Source: an optimization exercise on an open RTL-to-GDS flow (aim: small area). Production flows keep margins and buffers that such runs may drop. In this exercise RTL edits were held to simulation tests only and were not proved equivalent to the original. Power and IR drop assume default switching activity.

==> trial 40: inputs <==
// reg_bank
module reg_bank #(
  parameter int unsigned DATA_W    = 16,
  parameter int unsigned SEL_W     = 6,
  parameter int unsigned W_ADDR    = 34,
  parameter int unsigned NULL_ADDR = 63
) (
  input  logic              clk,
  input  logic              rst,
  input  logic [DATA_W-1:0] DATA_IN,
  input  logic [SEL_W-1:0]  SEL_IN,
  input  logic              UPDATE_FLAG,
  input  logic [SEL_W-1:0]  SEL_A,
  input  logic [SEL_W-1:0]  SEL_B,
  output logic [DATA_W-1:0] RD_A,
  output logic [DATA_W-1:0] RD_B,
  output logic [DATA_W-1:0] W_OUT,
  output logic [15:0]       WR_COUNT
);
  localparam int unsigned NUM_REGS = 1 << SEL_W;
  localparam int unsigned CNT_W    = 16;
  logic [DATA_W-1:0] r_mem [0:NUM_REGS-2];
  logic              r_prev_flag;
  logic [DATA_W-1:0] r_rd_a;
  logic [DATA_W-1:0] r_rd_b;
  logic [CNT_W-1:0]  r_wr_count;
  logic                w_wr_pulse;
  logic                w_wr_en;
  logic [DATA_W-1:0]   w_wdata;
  logic [NUM_REGS-2:0] w_wen;
  logic [NUM_REGS-2:0] w_hot_a;
  logic [NUM_REGS-2:0] w_hot_b;
  logic [DATA_W-1:0]   w_rd_a;
  logic [DATA_W-1:0]   w_rd_b;
  assign w_wr_pulse = UPDATE_FLAG ^ r_prev_flag;
  assign w_wr_en    = w_wr_pulse && (SEL_IN != SEL_W'(NULL_ADDR));
  assign w_wdata = DATA_IN & {DATA_W{~rst}};
  always_comb begin
    for (int i = 0; i < int'(NUM_REGS) - 1; i++) begin
      w_wen[i]   = rst | (w_wr_pulse & (SEL_IN == SEL_W'(i)));
      w_hot_a[i] = (SEL_A == SEL_W'(i));
      w_hot_b[i] = (SEL_B == SEL_W'(i));
    end
  end
  always_comb begin
    w_rd_a = '0;
    w_rd_b = '0;
    for (int i = 0; i < int'(NUM_REGS) - 1; i++) begin
      w_rd_a = w_rd_a | (r_mem[i] & {DATA_W{w_hot_a[i]}});
  ...
==> module reg_bank, before the edit <==
module reg_bank #(
  parameter int unsigned DATA_W    = 16,
  parameter int unsigned SEL_W     = 6,
  parameter int unsigned W_ADDR    = 34,
  parameter int unsigned NULL_ADDR = 63
) (
  input  logic              clk,
  input  logic              rst,
  input  logic [DATA_W-1:0] DATA_IN,
  input  logic [SEL_W-1:0]  SEL_IN,
  input  logic              UPDATE_FLAG,
  input  logic [SEL_W-1:0]  SEL_A,
  input  logic [SEL_W-1:0]  SEL_B,
  output logic [DATA_W-1:0] RD_A,
  output logic [DATA_W-1:0] RD_B,
  output logic [DATA_W-1:0] W_OUT,
  output logic [15:0]       WR_COUNT
);
  localparam int unsigned NUM_REGS = 1 << SEL_W;
  localparam int unsigned CNT_W    = 16;
  logic [DATA_W-1:0] r_mem [0:NUM_REGS-2];
  logic              r_prev_flag;
  logic [DATA_W-1:0] r_rd_a;
  logic [DATA_W-1:0] r_rd_b;
  logic [CNT_W-1:0]  r_wr_count;
  logic                w_wr_pulse;
  logic                w_wr_en;
  logic [DATA_W-1:0]   w_wdata;
  logic [NUM_REGS-2:0] w_wen;
  logic [NUM_REGS-2:0] w_hot_a;
  logic [NUM_REGS-2:0] w_hot_b;
  logic [DATA_W-1:0]   w_rd_a;
  logic [DATA_W-1:0]   w_rd_b;
  assign w_wr_pulse = UPDATE_FLAG ^ r_prev_flag;
  assign w_wr_en    = w_wr_pulse && (SEL_IN != SEL_W'(NULL_ADDR));
  assign w_wdata = DATA_IN & {DATA_W{~rst}};
  always_comb begin
    for (int i = 0; i < int'(NUM_REGS) - 1; i++) begin
      w_wen[i]   = rst | (w_wr_pulse & (SEL_IN == SEL_W'(i)));
      w_hot_a[i] = (SEL_A == SEL_W'(i));
      w_hot_b[i] = (SEL_B == SEL_W'(i));
    end
  end
  always_comb begin
    w_rd_a = '0;
    w_rd_b = '0;
    for (int i = 0; i < int'(NUM_REGS) - 1; i++) begin
      w_rd_a = w_rd_a | (r_mem[i] & {DATA_W{w_hot_a[i]}});
      w_rd_b = w_rd_b | (r_mem[i] & {DATA_W{w_hot_b[i]}});
    end
  end
  always_ff @(posedge clk) begin
    r_prev_flag <= UPDATE_FLAG;
  end
  always_ff @(posedge clk) begin
    for (int i = 0; i < int'(NUM_REGS) - 1; i++) begin
      if (w_wen[i]) r_mem[i] <= w_wdata;
    end
  end
  always_ff @(posedge clk) begin
    if (rst) begin
      r_wr_count <= '0;
    end else if (w_wr_en) begin
      r_wr_count <= r_wr_count + CNT_W'(1);
    end
  end
  always_ff @(posedge clk) begin
    if (rst) begin
      r_rd_a <= '0;
      r_rd_b <= '0;
    end else begin
      r_rd_a <= w_rd_a;
      r_rd_b <= w_rd_b;
    end
  end
  assign RD_A     = r_rd_a;
  assign RD_B     = r_rd_b;
  assign W_OUT    = r_mem[W_ADDR];
  assign WR_COUNT = r_wr_count;
endmodule
export LEC_CHECK = 0
export CAP_MARGIN = 20
export CORE_MARGIN = 2
export CORE_UTILIZATION = 40
export SLEW_MARGIN = 20
create_clock -name core_clock -period 5.0 [get_ports {clk}]
run.sh (not shown) runs the stock make flow with config.mk's settings and CLKGATE_MAP_FILE= SYNTH_SCRIPT=/design/flow/synth_recipe.tcl, a recipe that flattens the netlist after the stock synthesis.
==> build 26 (differences from trial 40) <==
==> flow/design.v (replaced) <==
module reg_bank_oai22 (
  input  logic a1, a2, b1, b2,
  output logic y
);
  assign y = ~((a1 | a2) & (b1 | b2));
endmodule
module reg_bank_aoi222 (
  input  logic a1, a2, b1, b2, c1, c2,
  output logic y
);
  assign y = ~((a1 & a2) | (b1 & b2) | (c1 & c2));
endmodule
module reg_bank_rdbit #(
  parameter int unsigned N = 63
) (
  input  logic [N-1:0] hot,
  input  logic [N-1:0] d,
  output logic         y
);
  localparam int unsigned G = (N + 2) / 3;
  logic [3*G-1:0] w_hot;
  logic [3*G-1:0] w_d;
  logic [G-1:0]   w_n;
  assign w_hot = {{(3*G-N){1'b0}}, hot};
  assign w_d   = {{(3*G-N){1'b0}}, d};
  for (genvar g = 0; g < int'(G); g++) begin : g_grp
    reg_bank_aoi222 u_aoi (
      .a1(w_hot[3*g]),   .a2(w_d[3*g]),
      .b1(w_hot[3*g+1]), .b2(w_d[3*g+1]),
      .c1(w_hot[3*g+2]), .c2(w_d[3*g+2]),
      .y (w_n[g])
    );
  end
  assign y = ~&w_n;
endmodule
module reg_bank #(
  parameter int unsigned DATA_W    = 16,
  parameter int unsigned SEL_W     = 6,
  parameter int unsigned W_ADDR    = 34,
  parameter int unsigned NULL_ADDR = 63
) (
  input  logic              clk,
  input  logic              rst,
  input  logic [DATA_W-1:0] DATA_IN,
  input  logic [SEL_W-1:0]  SEL_IN,
  input  logic              UPDATE_FLAG,
  input  logic [SEL_W-1:0]  SEL_A,
  input  logic [SEL_W-1:0]  SEL_B,
  output logic [DATA_W-1:0] RD_A,
  output logic [DATA_W-1:0] RD_B,
  output logic [DATA_W-1:0] W_OUT,
  output logic [15:0]       WR_COUNT
);
  localparam int unsigned NUM_REGS = 1 << SEL_W;
  localparam int unsigned NSTORE   = NUM_REGS - 1;
  localparam int unsigned CNT_W    = 16;
  logic [DATA_W-1:0] r_mem [0:NSTORE-1];
  logic              r_par;
  logic              r_prev_flag;
  logic [DATA_W-1:0] r_rd_a;
  logic [DATA_W-1:0] r_rd_b;
  logic [CNT_W-1:0]  r_wr_count;
  logic              w_wr_pulse;
  logic              w_wr_en;
  logic [DATA_W-1:0] w_wcode;
  logic [NSTORE-1:0] w_wen;
  logic [NSTORE-1:0] w_wen_n;
  logic [NSTORE-1:0] w_hot_a;
  logic [NSTORE-1:0] w_hot_b;
  logic [DATA_W-1:0] w_sel_a;
  logic [DATA_W-1:0] w_sel_b;
  logic              w_par_a;
  logic              w_par_b;
  assign w_wr_pulse = UPDATE_FLAG ^ r_prev_flag;
  assign w_wr_en    = w_wr_pulse && (SEL_IN != SEL_W'(NULL_ADDR));
  assign w_wcode = (DATA_IN & {DATA_W{~rst}}) ^ {DATA_W{rst | r_par}};
  always_comb begin
    for (int i = 0; i < int'(NSTORE); i++) begin
      w_wen[i]   = rst | (w_wr_pulse & (SEL_IN == SEL_W'(i)));
      w_wen_n[i] = ~w_wen[i];
      w_hot_a[i] = ~rst & (SEL_A == SEL_W'(i));
      w_hot_b[i] = ~rst & (SEL_B == SEL_W'(i));
    end
  end
  always_ff @(posedge clk) begin
    r_prev_flag <= UPDATE_FLAG;
  end
  always_ff @(posedge clk) begin
    r_par <= ~rst & ~r_par;
  end
  for (genvar i = 0; i < int'(NSTORE); i++) begin : g_row
    logic [DATA_W-1:0] w_next;
    for (genvar b = 0; b < int'(DATA_W); b++) begin : g_bit
      reg_bank_oai22 u_cell (
        .a1(r_mem[i][b]), .a2(w_wen[i]),
        .b1(w_wcode[b]),  .b2(w_wen_n[i]),
        .y (w_next[b])
      );
    end
    always_ff @(posedge clk) begin
      r_mem[i] <= w_next;
    end
  end
  for (genvar b = 0; b < int'(DATA_W); b++) begin : g_rd
    logic [NSTORE-1:0] w_col;
    for (genvar i = 0; i < int'(NSTORE); i++) begin : g_col
      assign w_col[i] = r_mem[i][b];
    end
    reg_bank_rdbit #(.N(NSTORE)) u_rd_a (.hot(w_hot_a), .d(w_col), .y(w_sel_a[b]));
    reg_bank_rdbit #(.N(NSTORE)) u_rd_b (.hot(w_hot_b), .d(w_col), .y(w_sel_b[b]));
  end
  always_ff @(posedge clk) begin
    if (rst) begin
      r_wr_count <= '0;
    end else if (w_wr_en) begin
      r_wr_count <= r_wr_count + CNT_W'(1);
    end
  end
  assign w_par_a = r_par & ~rst & (SEL_A != SEL_W'(NULL_ADDR));
  assign w_par_b = r_par & ~rst & (SEL_B != SEL_W'(NULL_ADDR));
  always_ff @(posedge clk) begin
    r_rd_a <= w_sel_a ^ {DATA_W{w_par_a}};
    r_rd_b <= w_sel_b ^ {DATA_W{w_par_b}};
  end
  assign RD_A     = r_rd_a;
  assign RD_B     = r_rd_b;
  assign W_OUT    = r_mem[W_ADDR] ^ {DATA_W{r_par}};
  assign WR_COUNT = r_wr_count;
endmodule
==> flow/flow/run.sh (new file) <==
#!/bin/bash
# The standard layout, with two changes: a smaller clock tree (sink clusters of at most 16 flip-flops
# driven by clkbuf_8, no dummy balancing loads) and buf_1 as the port buffer cell.
set -uo pipefail
CTS="-sink_clustering_enable -repair_clock_nets -dont_use_dummy_load -sink_clustering_size 16 -sink_clustering_max_diameter 45 -buf_list sky130_fd_sc_hd__clkbuf_8"
bash standard.sh "CTS_ARGS=$CTS" "BUFFER_PORTS_ARGS=-buffer_cell sky130_fd_sc_hd__buf_1" finish > run_make.log 2>&1
==> flow/standard.sh (new file) <==
#!/bin/bash
# synth_recipe.tcl (not shown) runs the flow's synth.tcl, then flattens the netlist and writes it again
# the make line also repeats each setting of config.mk as NAME=value (left out here)
make -C /OpenROAD-flow-scripts/flow DESIGN_CONFIG=/design/flow/config.mk WORK_HOME=/design/flow/orfs CLKGATE_MAP_FILE= SYNTH_SCRIPT=/design/flow/synth_recipe.tcl "${@:-finish}"
--- a/flow/config.mk
+++ b/flow/config.mk
@@ -9,3 +9,4 @@
 export CORE_MARGIN = 2
-export CORE_UTILIZATION = 40
+export CORE_UTILIZATION = 45
 export SLEW_MARGIN = 20
+export SYNTH_HIERARCHICAL = 1
removed: flow/run.sh
==> trial 25 (differences from trial 40) <==
==> flow/design.v (replaced) <==
module reg_bank #(
  parameter int unsigned DATA_W    = 16,
  parameter int unsigned SEL_W     = 6,
  parameter int unsigned W_ADDR    = 34,
  parameter int unsigned NULL_ADDR = 63
) (
  input  logic              clk,
  input  logic              rst,
  input  logic [DATA_W-1:0] DATA_IN,
  input  logic [SEL_W-1:0]  SEL_IN,
  input  logic              UPDATE_FLAG,
  input  logic [SEL_W-1:0]  SEL_A,
  input  logic [SEL_W-1:0]  SEL_B,
  output logic [DATA_W-1:0] RD_A,
  output logic [DATA_W-1:0] RD_B,
  output logic [DATA_W-1:0] W_OUT,
  output logic [15:0]       WR_COUNT
);
  localparam int unsigned NUM_REGS = 1 << SEL_W;
  localparam int unsigned CNT_W    = 16;
  logic [DATA_W-1:0] r_mem [0:NUM_REGS-1];
  logic              r_prev_flag;
  logic [DATA_W-1:0] r_rd_a;
  logic [DATA_W-1:0] r_rd_b;
  logic [CNT_W-1:0]  r_wr_count;
  logic w_wr_pulse;
  logic w_wr_en;
  logic w_fwd_a;
  logic w_fwd_b;
  assign w_wr_pulse = UPDATE_FLAG ^ r_prev_flag;
  assign w_wr_en    = w_wr_pulse && (SEL_IN != SEL_W'(NULL_ADDR));
  assign w_fwd_a = 1'b0;
  assign w_fwd_b = 1'b0;
  always_ff @(posedge clk) begin
    r_prev_flag <= UPDATE_FLAG;
  end
  always_ff @(posedge clk) begin
    if (rst) begin
      for (int i = 0; i < int'(NUM_REGS); i++) begin
        r_mem[i] <= '0;
      end
    end else if (w_wr_en) begin
      r_mem[SEL_IN] <= DATA_IN;
    end
  end
  always_ff @(posedge clk) begin
    if (rst) begin
      r_wr_count <= '0;
    end else if (w_wr_en) begin
      r_wr_count <= r_wr_count + CNT_W'(1);
    end
  end
  always_ff @(posedge clk) begin
    if (rst) begin
      r_rd_a <= '0;
      r_rd_b <= '0;
    end else begin
      r_rd_a <= w_fwd_a ? DATA_IN : r_mem[SEL_A];
      r_rd_b <= w_fwd_b ? DATA_IN : r_mem[SEL_B];
    end
  end
  assign RD_A     = r_rd_a;
  assign RD_B     = r_rd_b;
  assign W_OUT    = r_mem[SEL_W'(W_ADDR)];
  assign WR_COUNT = r_wr_count;
endmodule
==> notes <==
Die area, lowest first: build 26, trial 40, trial 25.
The highest critical path depth belongs to build 26, the lowest to trial 25.
The lowest core utilization belongs to trial 25, the highest to build 26.
Between trial 40 and trial 25, the lower sequential power is in trial 25 (gap about 9%, measured against trial 25).
Against trial 25, the clock skew of build 26 is higher by 0.049 ns.
Combinational power: trial 25 > build 26 > trial 40.
The lowest cell area belongs to build 26, the highest to trial 25.
In build 26 the first-iteration DRC count is smaller than in trial 40, by 5.9%.
Clock power: trial 40 > trial 25 > build 26.
Hold slack, lowest first: build 26, trial 40, trial 25.

-- port drivers added, routing unchanged --
In the flow no input, the clock included, has a driving cell. The finished layouts below were timed again as built, in two steps.
Step 1, drivers: a clkbuf_16 drives clk and a buf_2 each remaining input, both assumed.
Step 2 adds t to the input delays and takes it off the output delays; t is the mean of the earliest and latest rising clock arrival at the registers after step 1. Input paths then give back, and output paths get back, about the clock's delay inside the block.
Slacks: no drivers / after step 1 / after step 2; pairs: no drivers / after step 1.
run	t (ns)	slack for setup (ns)	worst slew at a driven data input, ns
trial 40	0.841	0.945 / 0.996 / 0.156	0.04
build 26	0.914	0.977 / 1.026 / 0.112	0.16
trial 25	0.830	1.430 / 1.454 / 0.624	0.24
After both steps setup and hold are still met in every run listed. The setup slack of build 26, which loses most, moves by +0.049 ns with the drivers and by -0.865 ns with both steps.
